What follows belongs to an exercise in optimizing a design on an open flow for a short achievable clock period and few clock cycles; a production flow would make more cautious choices. In this exercise RTL edits were held to simulation tests only and were not proved equivalent to the original. No activity file was given, so power comes from the tool's default toggle rates.

==> design/flow/design.v <==
package flashCtrlPkg;
  localparam int hostAddrW  = 7;                          
  localparam int hostDataW  = 16;                         
  localparam int ramAddrW   = 6;                          
  localparam int flashAddrW = 18;                         
  localparam int flashDataW = 32;                         
  localparam logic [flashDataW-1:0] csrProtectNone = 32'hFFFF_FFFF;  
  localparam logic [flashDataW-1:0] csrUnprotCfm1  = 32'hFBFF_FFFF;  
  localparam logic [flashDataW-1:0] csrEraseCfm1   = 32'hFBCF_FFFF;  
  localparam logic [flashDataW-1:0] csrUnprotCfm2  = 32'hFDFF_FFFF;  
  localparam logic [flashDataW-1:0] csrEraseCfm2   = 32'hFDBF_FFFF;  
  localparam logic [flashDataW-1:0] csrUnprotBoth  = 32'hF9FF_FFFF;  
  localparam int statusBusyLsb    = 0;                    
  localparam int statusWriteOkBit = 3;                    
  localparam int statusEraseOkBit = 4;                    
  typedef enum logic [3:0] {
    sIdle,                                                
    wUnprot,                                              
    wFirst,                                               
    wHold,                                                
    wArm,                                                 
    wArmLast,                                             
    e1Unprot, e1Erase, e1Arm, e1Protect,
    e2Unprot, e2Erase, e2Arm,
    sProtect
  } seqState;
endpackage
`timescale 1ns/1ps
module flashStageRam
(
  input  logic                  Clock,
  input  logic                  arstN,
  input  logic [flashCtrlPkg::hostAddrW-1:0]  FlashMemWrAddress,     
  input  logic [flashCtrlPkg::hostDataW-1:0]  FlashMemWrData,        
  input  logic                  FlashMemWrEn,          
  input  logic                  writePrep,             
  input  logic                  writeDone,             
  output logic [flashCtrlPkg::flashDataW-1:0] ramRdData,             
  output logic [flashCtrlPkg::flashDataW-1:0] ramWord0               
);
  logic [flashCtrlPkg::hostDataW-1:0]  upperHalf;                    
  localparam int ramWords = (1 << flashCtrlPkg::ramAddrW) - 1;
  logic [ramWords-1:0]   ramWe;                        
  logic [flashCtrlPkg::flashDataW-1:0] ramWrData;                    
  logic [flashCtrlPkg::flashDataW-1:0] ram [0:ramWords-1];            
  always_ff @(posedge Clock or negedge arstN)
  begin
    if (!arstN)
      upperHalf <= '0;
    else if (FlashMemWrEn)
      upperHalf <= FlashMemWrData;
  end
  always_ff @(posedge Clock)
  begin
    for (int e = 0; e < ramWords; e++)                 
      ramWe[e] <= FlashMemWrEn & FlashMemWrAddress[0] &
                  (FlashMemWrAddress[flashCtrlPkg::hostAddrW-1:1] == flashCtrlPkg::ramAddrW'(e));
    ramWrData <= {upperHalf, FlashMemWrData};
  end
  always_ff @(posedge Clock)
  begin
    for (int e = 0; e < ramWords; e++)
      if (ramWe[e])
        ram[e] <= ramWrData;
  end
  logic [ramWords-1:0]                 rdSel;          
  logic [63:0]                         rdSelPad;
  logic [flashCtrlPkg::flashDataW-1:0] groupWord [0:3];
  logic [3:0]                          groupHit;       
  logic [flashCtrlPkg::flashDataW-1:0] groupOr [0:3];
  logic [flashCtrlPkg::flashDataW-1:0] wordOr;
  always_ff @(posedge Clock or negedge arstN)
  begin
    if (!arstN)
      rdSel <= ramWords'(2);
    else if (writePrep)
      rdSel <= ramWords'(2);                           
    else if (writeDone)
      rdSel <= rdSel << 1;
  end
  assign rdSelPad = {1'b0, rdSel};
  always_comb
  begin
    for (int g = 0; g < 4; g++)
    begin
      groupOr[g] = '0;
      for (int k = 0; k < 16; k++)
        if (16 * g + k < ramWords)
          groupOr[g] = groupOr[g] | ({flashCtrlPkg::flashDataW{rdSelPad[16 * g + k]}} & ram[16 * g + k]);
    end
    wordOr = '0;
    for (int g = 0; g < 4; g++)
      wordOr = wordOr | ({flashCtrlPkg::flashDataW{groupHit[g]}} & groupWord[g]);
  end
  always_ff @(posedge Clock)
  begin
    for (int g = 0; g < 4; g++)
    begin
      groupWord[g] <= groupOr[g];
      groupHit[g]  <= |rdSelPad[16 * g +: 16];
    end
    ramRdData <= wordOr;
  end
  assign ramWord0 = ram[0];
endmodule
`timescale 1ns/1ps
module flashWriteCursor
(
  input  logic                  Clock,
  input  logic                  arstN,
  input  logic                  writePrep,             
  input  logic                  writeDone,             
  input  logic [flashCtrlPkg::ramAddrW-1:0]   FlashOpLen,            
  output logic                  lastWord               
);
  logic [flashCtrlPkg::ramAddrW-1:0] wordsLeft;        
  always_ff @(posedge Clock or negedge arstN)
  begin
    if (!arstN)
      wordsLeft <= '0;
    else if (writePrep)
      wordsLeft <= (FlashOpLen == '0) ? '0 : FlashOpLen - 1'b1;
    else if (writeDone)
      wordsLeft <= wordsLeft - 1'b1;
  end
  assign lastWord = (wordsLeft == '0);
endmodule
`timescale 1ns/1ps
module flashSequencer
(
  input  logic                  Clock,
  input  logic                  arstN,
  input  logic                  FlashOpUnlock,         
  input  logic                  FlashOpWr,             
  input  logic                  FlashOpEr,             
  input  logic [flashCtrlPkg::flashAddrW-1:0] FlashOpAddr,           
  output logic                  FlashCmdAck,           
  output logic                  FlashBusy,             
  output logic                  FlashError,            
  input  logic [flashCtrlPkg::flashDataW-1:0] ramRdData,             
  input  logic [flashCtrlPkg::flashDataW-1:0] ramWord0,              
  input  logic                  lastWord,              
  output logic                  writePrep,             
  output logic                  writeDone,             
  output logic                  csrAddr,               
  output logic                  csrRead,
  output logic [flashCtrlPkg::flashDataW-1:0] csrWriteData,
  output logic                  csrWrite,
  input  logic [flashCtrlPkg::flashDataW-1:0] csrReadData,           
  output logic [flashCtrlPkg::flashAddrW-1:0] dataAddr,
  output logic [flashCtrlPkg::flashDataW-1:0] dataWriteData,
  output logic                  dataWrite,
  input  logic                  dataWaitReq            
);
  flashCtrlPkg::seqState state, stateNext;
  logic                  rdValid;                      
  logic                  knownIdle;                    
  logic                  statusIdle;                   
  logic                  go;                           
  logic                  accept;                       
  logic                  dataHold;                     
  logic                  dataArmed;                    
  logic                  dataStart;                    
  logic                  lastProtect;                  
  logic                  csrReadNext;
  logic                  csrWriteNext;
  logic [flashCtrlPkg::flashDataW-1:0] csrWriteDataNext;
  assign statusIdle  = (csrReadData[flashCtrlPkg::statusBusyLsb +: 2] == 2'b00);
  assign go          = rdValid && statusIdle;
  assign accept      = (state == flashCtrlPkg::sIdle) && FlashOpUnlock && (FlashOpWr || FlashOpEr) &&
                       (knownIdle || go);
  assign dataStart   = dataArmed && statusIdle;
  assign lastProtect = (state == flashCtrlPkg::sProtect);
  assign writePrep   = (state == flashCtrlPkg::sIdle);
  assign writeDone   = (state == flashCtrlPkg::wHold) && !dataWaitReq;
  assign dataWrite   = dataHold || dataStart;
  always_comb
  begin
    stateNext = state;
    case (state)
      flashCtrlPkg::sIdle     :
        if (accept)
          stateNext = FlashOpWr ? flashCtrlPkg::wUnprot : flashCtrlPkg::e1Unprot;   
      flashCtrlPkg::wUnprot   : stateNext = flashCtrlPkg::wFirst;
      flashCtrlPkg::wFirst    : stateNext = flashCtrlPkg::wHold;
      flashCtrlPkg::wHold     :
        if (!dataWaitReq)
          stateNext = lastWord ? flashCtrlPkg::wArmLast : flashCtrlPkg::wArm;
      flashCtrlPkg::wArm      : if (go) stateNext = flashCtrlPkg::wHold;
      flashCtrlPkg::wArmLast  : if (go) stateNext = flashCtrlPkg::sProtect;
      flashCtrlPkg::e1Unprot  : stateNext = flashCtrlPkg::e1Erase;
      flashCtrlPkg::e1Erase   : stateNext = flashCtrlPkg::e1Arm;
      flashCtrlPkg::e1Arm     : if (go) stateNext = flashCtrlPkg::e1Protect;
      flashCtrlPkg::e1Protect : stateNext = flashCtrlPkg::e2Unprot;
      flashCtrlPkg::e2Unprot  : stateNext = flashCtrlPkg::e2Erase;
      flashCtrlPkg::e2Erase   : stateNext = flashCtrlPkg::e2Arm;
      flashCtrlPkg::e2Arm     : if (go) stateNext = flashCtrlPkg::sProtect;
      flashCtrlPkg::sProtect  : stateNext = flashCtrlPkg::sIdle;
      default                 : stateNext = flashCtrlPkg::sIdle;
    endcase
  end
  always_comb
  begin
    csrWriteNext     = 1'b0;
    csrReadNext      = 1'b1;                           
    csrWriteDataNext = flashCtrlPkg::csrProtectNone;   
    case (stateNext)
      flashCtrlPkg::sIdle :
        csrReadNext = !(knownIdle || go);              
      flashCtrlPkg::wUnprot :
      begin
        csrWriteNext     = 1'b1;
        csrReadNext      = 1'b0;
        csrWriteDataNext = flashCtrlPkg::csrUnprotBoth;
      end
      flashCtrlPkg::wFirst :
        csrReadNext = 1'b0;                            
      flashCtrlPkg::e1Unprot :
      begin
        csrWriteNext     = 1'b1;
        csrReadNext      = 1'b0;
        csrWriteDataNext = flashCtrlPkg::csrUnprotCfm1;
      end
      flashCtrlPkg::e1Erase :
      begin
        csrWriteNext     = 1'b1;
        csrReadNext      = 1'b0;
        csrWriteDataNext = flashCtrlPkg::csrEraseCfm1;
      end
      flashCtrlPkg::e2Unprot :
      begin
        csrWriteNext     = 1'b1;
        csrReadNext      = 1'b0;
        csrWriteDataNext = flashCtrlPkg::csrUnprotCfm2;
      end
      flashCtrlPkg::e2Erase :
      begin
        csrWriteNext     = 1'b1;
        csrReadNext      = 1'b0;
        csrWriteDataNext = flashCtrlPkg::csrEraseCfm2;
      end
      flashCtrlPkg::e1Protect, flashCtrlPkg::sProtect :
      begin
        csrWriteNext     = 1'b1;
        csrReadNext      = 1'b0;
      end
      default : ;
    endcase
  end
  always_ff @(posedge Clock or negedge arstN)
  begin
    if (!arstN)
    begin
      state       <= flashCtrlPkg::sIdle;
      rdValid     <= 1'b0;
      knownIdle   <= 1'b0;
      dataHold    <= 1'b0;
      dataArmed   <= 1'b0;
      csrRead     <= 1'b0;
      csrWrite    <= 1'b0;
      csrAddr     <= 1'b0;
      FlashCmdAck <= 1'b0;
      FlashBusy   <= 1'b0;
      FlashError  <= 1'b0;
    end
    else
    begin
      state       <= stateNext;
      rdValid     <= csrRead && !dataStart;            
      if ((state == flashCtrlPkg::sIdle) && go)
        knownIdle <= 1'b1;
      dataHold    <= (stateNext == flashCtrlPkg::wFirst) || (stateNext == flashCtrlPkg::wHold);
      dataArmed   <= (stateNext == flashCtrlPkg::wArm) && csrRead;
      csrRead     <= csrReadNext;
      csrWrite    <= csrWriteNext;
      csrAddr     <= csrWriteNext;
      FlashCmdAck <= accept;
      if (accept)
        FlashBusy <= 1'b1;
      else if (lastProtect)
        FlashBusy <= 1'b0;                             
      if (accept)
        FlashError <= 1'b0;                            
      else if (go && ((state == flashCtrlPkg::wArm) || (state == flashCtrlPkg::wArmLast)) &&
               !csrReadData[flashCtrlPkg::statusWriteOkBit])
        FlashError <= 1'b1;
      else if (go && ((state == flashCtrlPkg::e1Arm) || (state == flashCtrlPkg::e2Arm)) &&
               !csrReadData[flashCtrlPkg::statusEraseOkBit])
        FlashError <= 1'b1;
    end
  end
  logic [flashCtrlPkg::flashAddrW-1:0] nextAddr;       
  logic [flashCtrlPkg::flashDataW-1:0] nextData;       
  always_ff @(posedge Clock)
  begin
    csrWriteData <= csrWriteDataNext;
    if (state == flashCtrlPkg::sIdle)
      nextAddr <= FlashOpAddr;                         
    else if (writeDone)
      nextAddr <= nextAddr + 1'b1;
    if ((state == flashCtrlPkg::sIdle) || (state == flashCtrlPkg::wUnprot))
      nextData <= ramWord0;
    else if (writeDone)
      nextData <= ramRdData;
    dataAddr      <= nextAddr;
    dataWriteData <= (state == flashCtrlPkg::wUnprot) ? ramWord0 : nextData;
  end
endmodule
`timescale 1ns/1ps
module flashUpdateCtrl
(
  input  logic                  Clock,
  input  logic                  arstN,
  input  logic [flashCtrlPkg::hostAddrW-1:0]  FlashMemWrAddress,
  input  logic [flashCtrlPkg::hostDataW-1:0]  FlashMemWrData,
  input  logic                  FlashMemWrEn,
  input  logic [flashCtrlPkg::flashAddrW-1:0] FlashOpAddr,
  input  logic [flashCtrlPkg::ramAddrW-1:0]   FlashOpLen,
  input  logic                  FlashOpUnlock,
  input  logic                  FlashOpWr,
  input  logic                  FlashOpEr,
  output logic                  FlashCmdAck,
  output logic                  FlashBusy,
  output logic                  FlashError,
  output logic                  csrAddr,
  output logic                  csrRead,
  output logic [flashCtrlPkg::flashDataW-1:0] csrWriteData,
  output logic                  csrWrite,
  input  logic [flashCtrlPkg::flashDataW-1:0] csrReadData,
  output logic [flashCtrlPkg::flashAddrW-1:0] dataAddr,
  output logic [flashCtrlPkg::flashDataW-1:0] dataWriteData,
  output logic                  dataWrite,
  input  logic                  dataWaitReq
);
  logic [flashCtrlPkg::flashDataW-1:0] ramRdData;                    
  logic [flashCtrlPkg::flashDataW-1:0] ramWord0;
  logic                  lastWord;                     
  logic                  writePrep;                    
  logic                  writeDone;
  flashStageRam flashStageRam_i (
    .Clock             (Clock),
    .arstN             (arstN),
    .FlashMemWrAddress (FlashMemWrAddress),
    .FlashMemWrData    (FlashMemWrData),
    .FlashMemWrEn      (FlashMemWrEn),
    .writePrep         (writePrep),
    .writeDone         (writeDone),
    .ramRdData         (ramRdData),
    .ramWord0          (ramWord0)
  );
  flashWriteCursor flashWriteCursor_i (
    .Clock       (Clock),
    .arstN       (arstN),
    .writePrep   (writePrep),
    .writeDone   (writeDone),
    .FlashOpLen  (FlashOpLen),
    .lastWord    (lastWord)
  );
  flashSequencer flashSequencer_i (
    .Clock         (Clock),
    .arstN         (arstN),
    .FlashOpUnlock (FlashOpUnlock),
    .FlashOpWr     (FlashOpWr),
    .FlashOpEr     (FlashOpEr),
    .FlashOpAddr   (FlashOpAddr),
    .FlashCmdAck   (FlashCmdAck),
    .FlashBusy     (FlashBusy),
    .FlashError    (FlashError),
    .ramRdData     (ramRdData),
    .ramWord0      (ramWord0),
    .lastWord      (lastWord),
    .writePrep     (writePrep),
    .writeDone     (writeDone),
    .csrAddr       (csrAddr),
    .csrRead       (csrRead),
    .csrWriteData  (csrWriteData),
    .csrWrite      (csrWrite),
    .csrReadData   (csrReadData),
    .dataAddr      (dataAddr),
    .dataWriteData (dataWriteData),
    .dataWrite     (dataWrite),
    .dataWaitReq   (dataWaitReq)
  );
endmodule
==> design/flow/flow/run.sh <==
#!/bin/bash
# Standard layout, with every port buffered by a plain buffer cell instead of the
# default pick (a delay cell), which then sits on each input-to-output path.
set -o pipefail
cp standard.sh standard_copy.txt
export BUFFER_PORTS_ARGS="-buffer_cell sky130_fd_sc_hd__buf_4"
bash standard.sh > standard.log 2>&1
==> design/flow/standard.sh <==
#!/bin/bash
# synth_recipe.tcl (not shown) runs the flow's synth.tcl, then flattens the netlist and writes it again
# the make line also repeats each setting of config.mk as NAME=value (left out here)
make -C /OpenROAD-flow-scripts/flow DESIGN_CONFIG=/design/flow/config.mk WORK_HOME=/design/flow/orfs CLKGATE_MAP_FILE= SYNTH_SCRIPT=/design/flow/synth_recipe.tcl "${@:-finish}"
==> design/flow/config.mk <==
export PLATFORM = sky130hd
export DESIGN_NAME = flashUpdateCtrl
export DESIGN_NICKNAME = flashUpdateCtrl
export VERILOG_FILES = /design/flow/design.v
export SDC_FILE = /design/flow/constraint.sdc
export NUM_CORES = 4
export LEC_CHECK = 0
export ABC_CLOCK_PERIOD_IN_PS = 2000
export CAP_MARGIN = 20
export CORE_MARGIN = 2
export CORE_UTILIZATION = 55
export CTS_CLUSTER_DIAMETER = 100
export CTS_CLUSTER_SIZE = 25
export SETUP_SLACK_MARGIN = 2.3
export SLEW_MARGIN = 20
==> design/flow/constraint.sdc <==
create_clock -name core_clock -period 4.5 [get_ports {Clock}]
set_input_delay 0.9000 -clock core_clock [delete_from_list [all_inputs] [get_ports {Clock}]]
set_output_delay 0.9000 -clock core_clock [all_outputs]
set_load 0.01 [all_outputs]
==> impl_metrics.ini, run 1 <==
[grt]
grtUsageMet2_pct = 47.4
grt_pass1_wl_um = 340000
grt.total_usage_pct = 30.7
grt_most_used_layer = met2
grt_overflow = 0
grt_max_degree = 64
grt_pass1_vias = 44100
antenna_found_initial = 9
met1_usage_pct = 46.7
grt_util_met3_pct = 4.92

[yosys]
synth-warning-count = 6
synthArstFlopShare_pct = 3.92
synth_top_area_share_pct = 72.6
netlist-cell-type-count = 56
syn_avg_cell_area_um2 = 18.5
synth_top_area_cell = edfxtp_1
synthTopCellsByCount = 2066 x edfxtp_1, 321 x a22oi_1, 320 x a221oi_1, 320 x a22o_1, 313 x dfxtp_1
yosysMostFrequentCell = edfxtp_1
yosysSeqAreaShare_pct = 82.8
synth_area_um2 = 85400
synthFlopType = edfxtp_1
synth_edf_count = 2066
syn_inst = 4623
synth_area_leaders = edfxtp_1 73%, dfxtp_1 7.3%, a221oi_1 3.3%, a22o_1 3.3%, a22oi_1 2.8%
ys_ff_latch = 2476

[critical_path]
end_kind = primary output
critical-path-top-delay-family = flip-flops
arrival_ns = 1.42
critical_path_buf_inv_count = 1
crit_chain = a21o_1 -> buf_6
crit_path_start_kind = flop
crit_required_ns = 3.60
slowest_delay_ns = 0.39
worst-path-max-fanout = 2
critical_path.slowest_cell = dfrtp_1
crit_type = flop to primary output

[sta]
relSlewSlack_pct = 21.4
tightest_slew_ns = 1.18
rsz0062_at_grt = true
hold_viol = 0
drv_slew = 0
finalCritPeriodShare_pct = 51.5
period_minus_slack_ns = 2.32
tns_ns = 0
skew_ns = 0.0283
max_freq_ghz = 0.432
hold_ws_ns = 0.241
setup_viol = 0
setup_ws_ns = 2.18

[place]
io_buffer_count = 119
pre_cts_slack_ns = 1.48
gp_congestion = 0.776
dp_hpwl_um = 122000
placed_area_um2 = 89200

[layout]
synthToLayoutAreaGrowth_pct = 8.40
design_area_um2 = 92600
nNetsFinal = 4837
drive_above_1_share_pct = 13.4

[clocking]
tritoncts = yes
clk_pin_slew_ns = 0.10
clk_path_buf_depth = 3
cts_made_buffers = 109
clock_sinks = 2476
clk_latency_ns = 0.76
ctsHoldBuffers = 0
htreeDepth = 3
root_buffer = clkbuf_16

[power_and_ir_drop]
power.leakage_uw = 0.0293
cell_internal_pwr_uw = 32300
p_clk_share_pct = 27.1
total_power_uw = 42500
p_sw_share_pct = 23.9
vdd_ir_drop_max_mv = 0.367
p_switching_uw = 10100
power.density_nw_per_um2 = 459
pwr-share-seq_pct = 63.0
p_comb_share_pct = 10.0

[drt]
ant_nets = 0
num_vias = 46600
route.detailed.drc = 0
avgViaCountPerCell = 6.76
routedWlPerCell_um = 35.6
drtIter0Drc = 6779
first_pass_iters = 6
drt_wl_total_um = 245000

[job]
maxCapViolCount = 0

[die]
die_h_um = 398
dieArea_um2 = 158000
coreArea_um2 = 154000
placementRows = 144
ios = 175
start_util_pct = 55.4
fp.dieW_um = 398

[status]
status = timing/DRC/antenna clean

[worst_hold_path]
hold_path_class = input port to asynchronous set/reset pin
==> power by group through the flow <==
stage                     combinational (uW)  sequential, uW  clock [uW]
final                                   4230           26700       11500
after global routing                    4470           26900       12400
after CTS                               4230           26700       11600
after detailed placement                3980           27200           0
after global placement                  3930           27200           0
after floorplan                         1910           27200           0
==> logic make-up after synthesis <==
logic type,Yosys count,share of synthesized area [%]
mux,81,1.07
simple gates,562,3.29
flops,2476,82.8
xor+xnor,24,0.246
fa+ha+maj,5,0.0732
other cells,1,0.00439
buf+inv,340,1.66
compound gates,1134,10.8
==> stage by stage <==
step,utilization (%),cells
final,60.0,6892
after global routing,60.0,6880
after CTS,60.0,6879
after global placement,57.8,6666
after detailed placement,57.8,6666
after floorplan,-,4649
==> state kept, by name, indices dropped and copies added, names as in the netlist, 4 cells and up <==
signal and cells:
flashSequencer_i.state 4, flashStageRam_i.groupWord 128, flashStageRam_i.rdSel 62, flashStageRam_i.upperHalf 16
flashSequencer_i.nextAddr 18, flashSequencer_i.csrWriteData 4, flashStageRam_i.groupHit 4, flashStageRam_i.ramWrData 32
flashStageRam_i.ramWe 63, flashStageRam_i.ramRdData 32, flashSequencer_i.nextData 32, flashSequencer_i.dataWriteData 32
flashWriteCursor_i.wordsLeft 6, flashStageRam_i.ram 2016, flashSequencer_i.dataAddr 18
==> path summary, 6_finish.rpt <==
check | from | to | slack, ns | cells after the start
hold reg to reg | flashStageRam_i.upperHalf[2]$_DFFE_PN0P_ | flashStageRam_i.ramWrData[18]$_DFF_P_ | 0.37 | 0
max in group asynchronous | arstN | flashStageRam_i.upperHalf[14]$_DFFE_PN0P_ | 3.31 | 2
setup reg to reg | flashStageRam_i.rdSel[29]$_DFFE_PN0P_ | flashStageRam_i.groupWord[1][19]$_DFF_P_ | 2.33 | 4
setup / recovery | flashSequencer_i.dataArmed$_DFF_PN0_ | dataWrite | 2.18 | 2
hold / removal | arstN | flashSequencer_i.state[0]$_DFF_PN0_ | 0.24 | 1
min in group core_clock | FlashMemWrData[0] | flashStageRam_i.ramWrData[0]$_DFF_P_ | 0.25 | 1
==> worst reg2reg max path, stage by stage, from the launching register on <==
cell and delay (ns):
dfrtp_1 0.70, buf_4 0.44, a22o_1 0.26, a221oi_1 0.24
nand4_1 0.32
==> cells in the final DEF, fill, tap and decap left out, types with 81 or more instances in the layout <==
master and instances:
dfxtp_1 217, a22o_1 320, clkbuf_1 87, nand2_1 205
clkbuf_16 111, buf_4 299, edfxtp_1 2066, dfxtp_2 96
nand4_1 139, a221oi_1 320, a22oi_1 321, nor2_1 81
==> cell type report <==
type / count / area, um2
sequential: 2476 / 70900
fill: 11400 / 61600
multi-input combinational: 1836 / 13400
clock buffer: 198 / 3100
tap: 2044 / 2560
timing repair buffer: 315 / 2480
clock inverter: 3 / 36.3
inverter: 8 / 30.0
antenna: 12 / 30.0
==> layer usage <==
layer,part of all wire (%),vias up
li1,-,19200
met1,41,24600
met2,46,2591
met3,11,266
met4,2.1,8
met5,0.018,-
==> what timing repair did <==
action	4_1_cts	5_1_grt
resized for setup	19	14
setup endpoints to repair	110	90
setup buffers	9	1
pin swaps	1	2
gates cloned	3	0
Testbench counts, summed over its fixed seeds: cycles 26,375.
==> run 2: changes to the inputs <==
--- a/design/flow/config.mk
+++ b/design/flow/config.mk
@@ -10,6 +10,6 @@
 export CORE_MARGIN = 2
 export CORE_UTILIZATION = 55
 export CTS_CLUSTER_DIAMETER = 100
-export CTS_CLUSTER_SIZE = 25
+export CTS_CLUSTER_SIZE = 20
 export SETUP_SLACK_MARGIN = 2.3
 export SLEW_MARGIN = 20
==> run 2 against run 1 <==
  * Non-clock buffer count is 3 lower
  * Wire length is 0.58% higher
  * Register-to-register slack hardly changed
  * Clock power is 17% higher
  * Power is 4.7% higher
  * Clock-buffer cell count is 54 higher
  * First-iteration DRC count is 3.4% lower
  * Worst setup slack worse by 0.043 ns
  * Sequential cell count stayed put
  * Area after synthesis stayed put
  * Sequential power hardly changed
  * Sequential share of layout area is 0.89 points lower
  * Critical path type unchanged
==> impl_metrics.ini, run 2 <==
[drt]
first_pass_iters = 7
route.detailed.drc = 0
num_vias = 47100
drt_wl_total_um = 247000
avgViaCountPerCell = 6.79
drtIter0Drc = 6551
routedWlPerCell_um = 35.6
ant_nets = 0

[grt]
antenna_found_initial = 7
grt_pass1_wl_um = 342000
grt.total_usage_pct = 31.0
grt_pass1_vias = 44600
grt_max_degree = 64
grt_overflow = 0

[yosys]
synth_top_area_share_pct = 72.6
netlist-cell-type-count = 56
synth_area_um2 = 85400
synth_top_area_cell = edfxtp_1
synthAdderAreaFrac_pct = 0.0732
synthMuxAreaShare_pct = 1.07
synth_top_family_by_area = compound AO/OA/AOI/OAI gates
synth_compound_area_share_pct = 10.8
synth_area_leaders = edfxtp_1 73%, dfxtp_1 7.3%, a221oi_1 3.3%, a22o_1 3.3%, a22oi_1 2.8%
ys_ff_latch = 2476
synthFlopType = edfxtp_1
yosysSeqAreaShare_pct = 82.8
syn_avg_cell_area_um2 = 18.5
synthTopCellsByCount = 2066 x edfxtp_1, 321 x a22oi_1, 320 x a221oi_1, 320 x a22o_1, 313 x dfxtp_1
synthArstFlopShare_pct = 3.92
syn_inst = 4623
yosys.area_share.simple_pct = 3.29
yosysMostFrequentCell = edfxtp_1
synth_xor_area_share_pct = 0.246
synth_edf_count = 2066
synth-warning-count = 6

[status]
status = timing/DRC/antenna clean

[critical_path]
rr_worst_depth = 4
crit_required_ns = 3.60
end_kind = primary output
crit_path_start_kind = flop
worst-path-max-fanout = 2
crit_type = flop to primary output
arrival_ns = 1.46

[place]
gp_congestion = 0.776
io_buffer_count = 119
dp_hpwl_um = 122000

[clocking]
htreeDepth = 4
ctsHoldBuffers = 0
tritoncts = yes
clock_sinks = 2476
clk_pin_slew_ns = 0.08
clk_path_buf_depth = 3
clk_latency_ns = 0.82
root_buffer = clkbuf_16
cts_made_buffers = 141

[die]
dieArea_um2 = 158000
coreArea_um2 = 154000
die_h_um = 398
fp.dieW_um = 398
placementRows = 144
start_util_pct = 55.4
ios = 175

[layout]
drive_above_1_share_pct = 14.5
final_cell_mix = 2066 x edfxtp_1, 321 x a22oi_1, 320 x a22o_1, 320 x a221oi_1, 268 x buf_4
nNetsFinal = 4866
synthToLayoutAreaGrowth_pct = 9.71
largest_reg_flops = 2016
regMostFlops = flashStageRam_i.ram
layout_commonest_cell = edfxtp_1
reg.largest.list = flashStageRam_i.ram (2016), flashStageRam_i.groupWord (128), flashStageRam_i.ramWe (63)

[sta]
drv_slew = 0
skew_ns = 0.0271
tightest_slew_ns = 1.08
finalCritPeriodShare_pct = 52.4
max_freq_ghz = 0.424
relSlewSlack_pct = 27.8
tns_ns = 0
period_minus_slack_ns = 2.36
rsz0062_at_grt = true
setup_viol = 0
hold_viol = 0

[job]
maxCapViolCount = 0

[power_and_ir_drop]
power.density_nw_per_um2 = 475
vdd_ir_drop_max_mv = 0.334
total_power_uw = 44500
power.leakage_uw = 0.0298

[worst_hold_path]
hold_path_class = input port to asynchronous set/reset pin
-- run 2: logic make-up after synthesis --
group	after synthesis
other	1
adder cells (fa/ha/maj)	5
buffers and inverters	340
XOR/XNOR	24
flip-flops	2476
AND/OR/NAND/NOR	562
multiplexers	81
AO/OA/AOI/OAI	1134
-- run 2: per-layer routing --
| layer | routed length, um | GRT usage, % | vias to the layer above |
|---|---|---|---|
| met5 | 23 | 0 | - |
| met4 | 5420 | 7.11 | 4 |
| met3 | 27900 | 6.31 | 302 |
| met2 | 113000 | 47.5 | 2835 |
| met1 | 101000 | 46.3 | 24700 |
| li1 | - | - | 19300 |
-- run 2: power breakdown --
group	total (uW)	switching, uW	internal, uW
registers	26800	702	26100
logic	4250	2680	1570
clock network	13400	7170	6280
total	44500	10500	33900
-- run 2: final timing paths --
kind                                                           start                                       end  slack (ns)
min reg2reg                flashStageRam_i.upperHalf[10]$_DFFE_PN0P_     flashStageRam_i.ramWrData[26]$_DFF_P_        0.36
min                                                            arstN       flashSequencer_i.dataHold$_DFF_PN0_        0.19
max                             flashSequencer_i.dataArmed$_DFF_PN0_                                 dataWrite        2.14
min in group core_clock                            FlashMemWrData[9]      flashStageRam_i.ramWrData[9]$_DFF_P_        0.20
max reg2reg                    flashStageRam_i.rdSel[29]$_DFFE_PN0P_  flashStageRam_i.groupWord[1][19]$_DFF_P_        2.33
max in group asynchronous                                      arstN  flashStageRam_i.upperHalf[2]$_DFFE_PN0P_        3.37
-- run 2: area by class of cell --
cell class              instances  area (um2)
repair buffers                312        2540
clock inverters                 7        90.1
multi-input cells            1836       13400
diodes                          8        20.0
flip-flops and latches       2476       70900
inverters                       8        30.0
well taps                    2044        2560
fillers                     11200       60500
clock buffers                 252        4090
-- run 2: repair_timing --
action                                  CTS  global route
endpoints found under the setup margin  137            93
pin swaps                                 1             1
gates resized for setup                  74            11
setup buffers                             6             0
cloned                                    3             0
hold endpoints to repair                  0             0
-- run 2: stage by stage --
stage               hold slack, ns  utilization (%)  std cells  setup WS, ns  instance area [um2]
global placement             0.350             57.8       6666          1.50                89200
CTS                          0.143             60.7       6934          2.07                93700
finish                       0.190             60.8       6943          2.14                93700
floorplan                    0.344                -       4649          2.33                85500
detailed placement           0.353             57.8       6666          1.48                89200
global route                 0.170             60.7       6935          2.07                93700
-- run 2: worst max-delay path: stages (launching register included) --
cell     delay, ns
dfrtp_1       0.38
a21o_1        0.17
buf_6         0.12
==> run 3: changes to the inputs <==
--- a/design/flow/config.mk
+++ b/design/flow/config.mk
@@ -10,6 +10,6 @@
 export CORE_MARGIN = 2
 export CORE_UTILIZATION = 55
 export CTS_CLUSTER_DIAMETER = 100
-export CTS_CLUSTER_SIZE = 20
+export CTS_CLUSTER_SIZE = 30
 export SETUP_SLACK_MARGIN = 2.3
 export SLEW_MARGIN = 20
==> run 3 against run 2 <==
  * Via count is 1.3% lower
  * Largest power group unchanged
  * Cell count is 1.2% lower
  * Critical path type unchanged
  * Largest cell class unchanged
  * Power is 6.4% lower
  * Synthesized cell count stayed put
  * First-iteration DRC count is 2.7% higher
==> impl_metrics.ini, run 3 <==
[clocking]
cts_made_buffers = 92
ctsHoldBuffers = 0
tritoncts = yes
root_buffer = clkbuf_16
clk_pin_slew_ns = 0.12
clk_path_buf_depth = 3
clk_latency_ns = 0.77
htreeDepth = 3
clock_sinks = 2476

[yosys]
synthFlopType = edfxtp_1
synth_top_area_cell = edfxtp_1
synthTopCellsByCount = 2066 x edfxtp_1, 321 x a22oi_1, 320 x a221oi_1, 320 x a22o_1, 313 x dfxtp_1
synth-warning-count = 6
synth_top_area_share_pct = 72.6
synth_area_um2 = 85400
synth_edf_count = 2066
netlist-cell-type-count = 56
synthArstFlopShare_pct = 3.92
syn_inst = 4623
syn_avg_cell_area_um2 = 18.5
yosysSeqAreaShare_pct = 82.8
ys_ff_latch = 2476
synth_area_leaders = edfxtp_1 73%, dfxtp_1 7.3%, a221oi_1 3.3%, a22o_1 3.3%, a22oi_1 2.8%
yosysMostFrequentCell = edfxtp_1

[grt]
grt_most_used_layer = met2
grt_util_met3_pct = 5.60
grt_overflow = 0
grt_pass1_vias = 43900
met1_usage_pct = 46.3
grt.total_usage_pct = 30.7
antenna_found_initial = 10
grtUsageMet2_pct = 47.3
grt_pass1_wl_um = 339000
grt_max_degree = 64

[power_and_ir_drop]
power.leakage_uw = 0.0291
vdd_ir_drop_max_mv = 0.319
power.density_nw_per_um2 = 452
total_power_uw = 41700

[layout]
layout_commonest_cell = edfxtp_1
nNetsFinal = 4818
drive_above_1_share_pct = 13.2
reg.largest.list = flashStageRam_i.ram (2016), flashStageRam_i.groupWord (128), flashStageRam_i.ramWe (63)
design_area_um2 = 92100
final.fill_count = 11400
final_cell_mix = 2066 x edfxtp_1, 321 x a22oi_1, 320 x a22o_1, 320 x a221oi_1, 296 x buf_4
synthToLayoutAreaGrowth_pct = 7.82
regMostFlops = flashStageRam_i.ram
largest_reg_flops = 2016
final_util_pct = 59.7

[sta]
hold_ws_ns = 0.228
max_freq_ghz = 0.432
skew_ns = 0.0341
period_minus_slack_ns = 2.31
finalCritPeriodShare_pct = 51.4
hold_viol = 0
drv_slew = 0
tightest_slew_ns = 1.17
relSlewSlack_pct = 21.6
rsz0062_at_grt = true
setup_viol = 0
tns_ns = 0

[status]
status = timing/DRC/antenna clean

[critical_path]
crit_path_start_kind = flop
worstSetupEndpoint = dataWrite
rr_worst_depth = 4
r2r_setup_slack_ns = 2.31
arrival_ns = 1.41
end_kind = primary output
worst-path-max-fanout = 2
crit_type = flop to primary output
crit_start = flashSequencer_i.dataArmed$_DFF_PN0_
crit_required_ns = 3.60
reg2reg_from = flashStageRam_i.rdSel[29]$_DFFE_PN0P_
r2r_end = flashStageRam_i.groupWord[1][19]$_DFF_P_

[drt]
first_pass_iters = 8
ant_nets = 0
routedWlPerCell_um = 35.8
avgViaCountPerCell = 6.78
route.detailed.drc = 0
num_vias = 46500
drt_wl_total_um = 245000
drtIter0Drc = 6728

[die]
dieArea_um2 = 158000
die_h_um = 398
fp.dieW_um = 398
ios = 175
placementRows = 144
coreArea_um2 = 154000
start_util_pct = 55.4

[place]
dp_hpwl_um = 122000
io_buffer_count = 119
placed_area_um2 = 89200
gp_congestion = 0.776

[job]
maxCapViolCount = 0

[worst_hold_path]
hold_path_class = input port to asynchronous set/reset pin
## run 3: how the worst min path moves through the flow
stage | start | end | slack [ns] | depth (start not counted)
2_1_floorplan | flashStageRam_i.upperHalf[0]$_DFFE_PN0P_ | flashStageRam_i.ramWrData[16]$_DFF_P_ | 0.34 | 0
3_3_place_gp | flashStageRam_i.upperHalf[7]$_DFFE_PN0P_ | flashStageRam_i.ramWrData[23]$_DFF_P_ | 0.35 | 0
3_5_place_dp | flashStageRam_i.upperHalf[10]$_DFFE_PN0P_ | flashStageRam_i.ramWrData[26]$_DFF_P_ | 0.35 | 0
4_1_cts | FlashMemWrData[9] | flashStageRam_i.ramWrData[9]$_DFF_P_ | 0.19 | 1
5_1_grt | FlashMemWrData[14] | flashStageRam_i.ramWrData[14]$_DFF_P_ | 0.20 | 1
6_report | arstN | flashSequencer_i.dataHold$_DFF_PN0_ | 0.23 | 1
## run 3: kinds of logic after synthesis
group           count (synthesis)  share of synthesized area, %
simple gates                  562                          3.29
mux                            81                          1.07
fa+ha+maj                       5                        0.0732
flops                        2476                          82.8
compound gates               1134                          10.8
buf+inv                       340                          1.66
xor+xnor                       24                         0.246
other cells                     1                       0.00439
## run 3: where the power goes
group / internal, uW / total (uW) / switching, uW
logic: 1530 / 4240 / 2710
clock network: 4000 / 10700 / 6670
registers: 26100 / 26700 / 676
total: 31600 / 41700 / 10100
## run 3: per-stage QoR
stage	worst slack [ns]	std cells
after floorplan	2.33	4649
after global placement	1.50	6666
after detailed placement	1.48	6666
after CTS	2.12	6850
after global routing	2.10	6850
final	2.19	6859
## run 3: worst max-delay path, stage by stage, from the launching register on
cell and delay, ns:
dfrtp_1 0.39, a21o_1 0.17, buf_6 0.12
## run 3: what timing repair did
action,in CTS,in global routing
gates cloned,3,0
buffers inserted,8,0
endpoints found under the setup margin,108,174
resized for setup,19,17
pin swaps,1,0
hold endpoints to repair,0,0
## run 3: layout make-up
type / count / area (um2) / area share (%)
inverters: 8 / 30.0 / 0.0326
clock inverters: 8 / 76.3 / 0.0829
well taps: 2044 / 2560 / 2.78
repair buffers: 313 / 2480 / 2.69
diodes: 9 / 22.5 / 0.0245
clock buffers: 165 / 2590 / 2.81
flip-flops and latches: 2476 / 70900 / 77.0
multi-input cells: 1836 / 13400 / 14.6
## run 3: layer usage
layer / wire (um) / vias up
met5: 23 / -
li1: - / 19100
met4: 5450 / 4
met3: 27000 / 260
met2: 112000 / 2703
met1: 101000 / 24400
==> run 4: changes to the inputs <==
--- a/design/flow/config.mk
+++ b/design/flow/config.mk
@@ -10,6 +10,6 @@
 export CORE_MARGIN = 2
 export CORE_UTILIZATION = 55
 export CTS_CLUSTER_DIAMETER = 100
-export CTS_CLUSTER_SIZE = 30
-export SETUP_SLACK_MARGIN = 2.3
+export CTS_CLUSTER_SIZE = 25
+export SETUP_SLACK_MARGIN = 2.5
 export SLEW_MARGIN = 20
==> run 4 against run 3 <==
  * Die area unchanged
  * Still clean
  * Largest power group unchanged
  * Final area up 1.3%
  * Power rose by 3.3%
  * Sequential power about the same
==> impl_metrics.ini, run 4 <==
[drt]
route.detailed.drc = 0
routedWlPerCell_um = 35.6
num_vias = 47000
avgViaCountPerCell = 6.79
ant_nets = 0
first_pass_iters = 8
drt_wl_total_um = 246000
drtIter0Drc = 6615

[yosys]
synth_top_area_cell = edfxtp_1
synth_top_area_share_pct = 72.6
synth_area_um2 = 85400
syn_avg_cell_area_um2 = 18.5
synthArstFlopShare_pct = 3.92
synth-warning-count = 6
synthTopCellsByCount = 2066 x edfxtp_1, 321 x a22oi_1, 320 x a221oi_1, 320 x a22o_1, 313 x dfxtp_1
synthFlopType = edfxtp_1
synth_area_leaders = edfxtp_1 73%, dfxtp_1 7.3%, a221oi_1 3.3%, a22o_1 3.3%, a22oi_1 2.8%
netlist-cell-type-count = 56
syn_inst = 4623
yosysSeqAreaShare_pct = 82.8
ys_ff_latch = 2476
synth_edf_count = 2066
yosysMostFrequentCell = edfxtp_1

[critical_path]
arrival_ns = 1.41
crit_required_ns = 3.60
end_kind = primary output
crit_chain = a21o_1 -> buf_6
critical-path-top-delay-family = flip-flops
crit_type = flop to primary output
critical_path_buf_inv_count = 1
slowest_delay_ns = 0.39
path_depth = 2
rr_worst_depth = 4
crit_path_start_kind = flop
critical_path.slowest_cell = dfrtp_1
worst-path-max-fanout = 2

[grt]
antenna_found_initial = 11
grt_pass1_vias = 44400
grt_overflow = 0
grt_pass1_wl_um = 341000
grt.total_usage_pct = 30.8
grt_max_degree = 64

[clocking]
clk_latency_ns = 0.77
ctsHoldBuffers = 0
cts_made_buffers = 109
htreeDepth = 3
clk_pin_slew_ns = 0.10
root_buffer = clkbuf_16
clk_path_buf_depth = 3
tritoncts = yes
clock_sinks = 2476

[layout]
regMostFlops = flashStageRam_i.ram
synthToLayoutAreaGrowth_pct = 9.24
reg.largest.list = flashStageRam_i.ram (2016), flashStageRam_i.groupWord (128), flashStageRam_i.ramWe (63)
largest_reg_flops = 2016
design_area_um2 = 93300
drive_above_1_share_pct = 15.4
final_cell_mix = 2066 x edfxtp_1, 320 x a22o_1, 320 x a221oi_1, 319 x a22oi_1, 259 x buf_4
layout_commonest_cell = edfxtp_1
nNetsFinal = 4870

[die]
ios = 175
dieArea_um2 = 158000
start_util_pct = 55.4
coreArea_um2 = 154000
die_h_um = 398
placementRows = 144
fp.dieW_um = 398

[power_and_ir_drop]
power.density_nw_per_um2 = 461
vdd_ir_drop_max_mv = 0.338
power.leakage_uw = 0.0296
total_power_uw = 43100

[sta]
max_freq_ghz = 0.433
setup_viol = 0
tns_ns = 0
period_minus_slack_ns = 2.31
tightest_slew_ns = 1.12
finalCritPeriodShare_pct = 51.4
drv_slew = 0
skew_ns = 0.0362
rsz0062_at_grt = true
relSlewSlack_pct = 25.3
hold_viol = 0
hold_ws_ns = 0.245

[place]
gp_congestion = 0.775
io_buffer_count = 119
dp_hpwl_um = 121000
placed_area_um2 = 89200

[worst_hold_path]
whs_path_depth = 1
hold_path_class = input port to flop

[job]
maxCapViolCount = 0

[status]
status = timing/DRC/antenna clean
-- run 4: metrics by stage --
step / util [%] / worst slack (ns) / instances
6_report: 60.5 / 2.19 / 6917
4_1_cts: 60.3 / 2.13 / 6894
5_1_grt: 60.5 / 2.12 / 6914
3_3_place_gp: 57.8 / 1.52 / 6668
2_1_floorplan: - / 2.33 / 4649
3_5_place_dp: 57.8 / 1.51 / 6668
-- run 4: kinds of logic after synthesis --
family | after synthesis | synth area share, %
XOR/XNOR | 24 | 0.246
AO/OA/AOI/OAI | 1134 | 10.8
AND/OR/NAND/NOR | 562 | 3.29
other | 1 | 0.00439
adder cells (fa/ha/maj) | 5 | 0.0732
buffers and inverters | 340 | 1.66
flip-flops | 2476 | 82.8
multiplexers | 81 | 1.07
-- run 4: path summary, 6_finish.rpt --
| path | start | to | slack (ns) |
|---|---|---|---|
| setup reg to reg | flashSequencer_i.state[2]$_DFF_PN0_ | flashSequencer_i.nextData[0]$_DFFE_PP_ | 2.44 |
| max in group asynchronous | arstN | flashStageRam_i.upperHalf[11]$_DFFE_PN0P_ | 3.30 |
| hold reg to reg | flashStageRam_i.upperHalf[7]$_DFFE_PN0P_ | flashStageRam_i.ramWrData[23]$_DFF_P_ | 0.37 |
| setup / recovery | flashSequencer_i.dataArmed$_DFF_PN0_ | dataWrite | 2.19 |
| hold / removal | FlashMemWrData[14] | flashStageRam_i.ramWrData[14]$_DFF_P_ | 0.25 |
| min in group asynchronous | arstN | flashStageRam_i.rdSel[15]$_DFFE_PN0P_ | 0.27 |
-- run 4: worst register-to-register path, delay by kind of cell (launching register included) --
kind	cells	cell delay [ns]
flip-flops	1	0.53
multiplexers	1	0.49
buffers and inverters	2	0.44
AND/OR/NAND/NOR	1	0.37
-- run 4: power breakdown --
part | switching [uW] | internal, uW | leakage (uW)
Sequential | 674 | 26100 | 0.0224
Combinational | 2850 | 1910 | 0.00568
Clock | 6790 | 4690 | 0.00148
-- run 4: what timing repair did --
action | in CTS | in global routing
resized for setup | 150 | 32
pin swaps | 5 | 11
setup endpoints to repair | 289 | 152
setup buffers | 20 | 17
cloned | 4 | 3
-- run 4: per-layer routing --
layer	GRT usage, %	routed length (um)	up-vias
met2	46.9	113000	2822
met3	5.67	27700	304
met1	46.4	99500	24600
met5	0	59	-
li1	-	-	19200
met4	7.46	6270	8
-- run 4: final cells by class --
| cell class | count | area, um2 |
|---|---|---|
| Clock inverter | 2 | 46.3 |
| Antenna cell | 3 | 7.51 |
| Tap cell | 2044 | 2560 |
| Clock buffer | 200 | 3090 |
| Sequential cell | 2476 | 71000 |
| Inverter | 8 | 30.0 |
| Multi-Input combinational cell | 1837 | 13500 |
| Fill cell | 11200 | 60900 |
| Timing Repair Buffer | 347 | 3060 |

==> separate check: timing with driven ports <==
In the flow no input, the clock included, has a driving cell. The finished layouts below were timed again as built, in two steps.
Step 1: set_driving_cell puts a clkbuf_16 on Clock and a buf_2 on each other input, an assumption about the parent block.
Step 2 adds t to the input delays and takes it off the output delays; t is the mean of the earliest and latest rising clock arrival at the registers after step 1. Input paths then give back, and output paths get back, about the clock's delay inside the block.
a / b / c = no drivers / after step 1 / after step 2; a / b = the first two.
run | shift t [ns] | setup WS [ns] | clock arrival spread, ns
run 1 | 0.835 | 2.184 / 2.096 / 1.967 | 0.036 / 0.036
run 2 | 0.881 | 2.141 / 2.060 / 1.958 | 0.030 / 0.030
run 3 | 0.833 | 2.187 / 2.110 / 1.943 | 0.039 / 0.038
run 4 | 0.843 | 2.188 / 2.099 / 2.016 | 0.037 / 0.037
After both steps setup and hold are still met in every run listed. For run 3, which loses most, drivers alone change the setup slack by -0.077 ns; drivers and shift together by -0.244 ns.
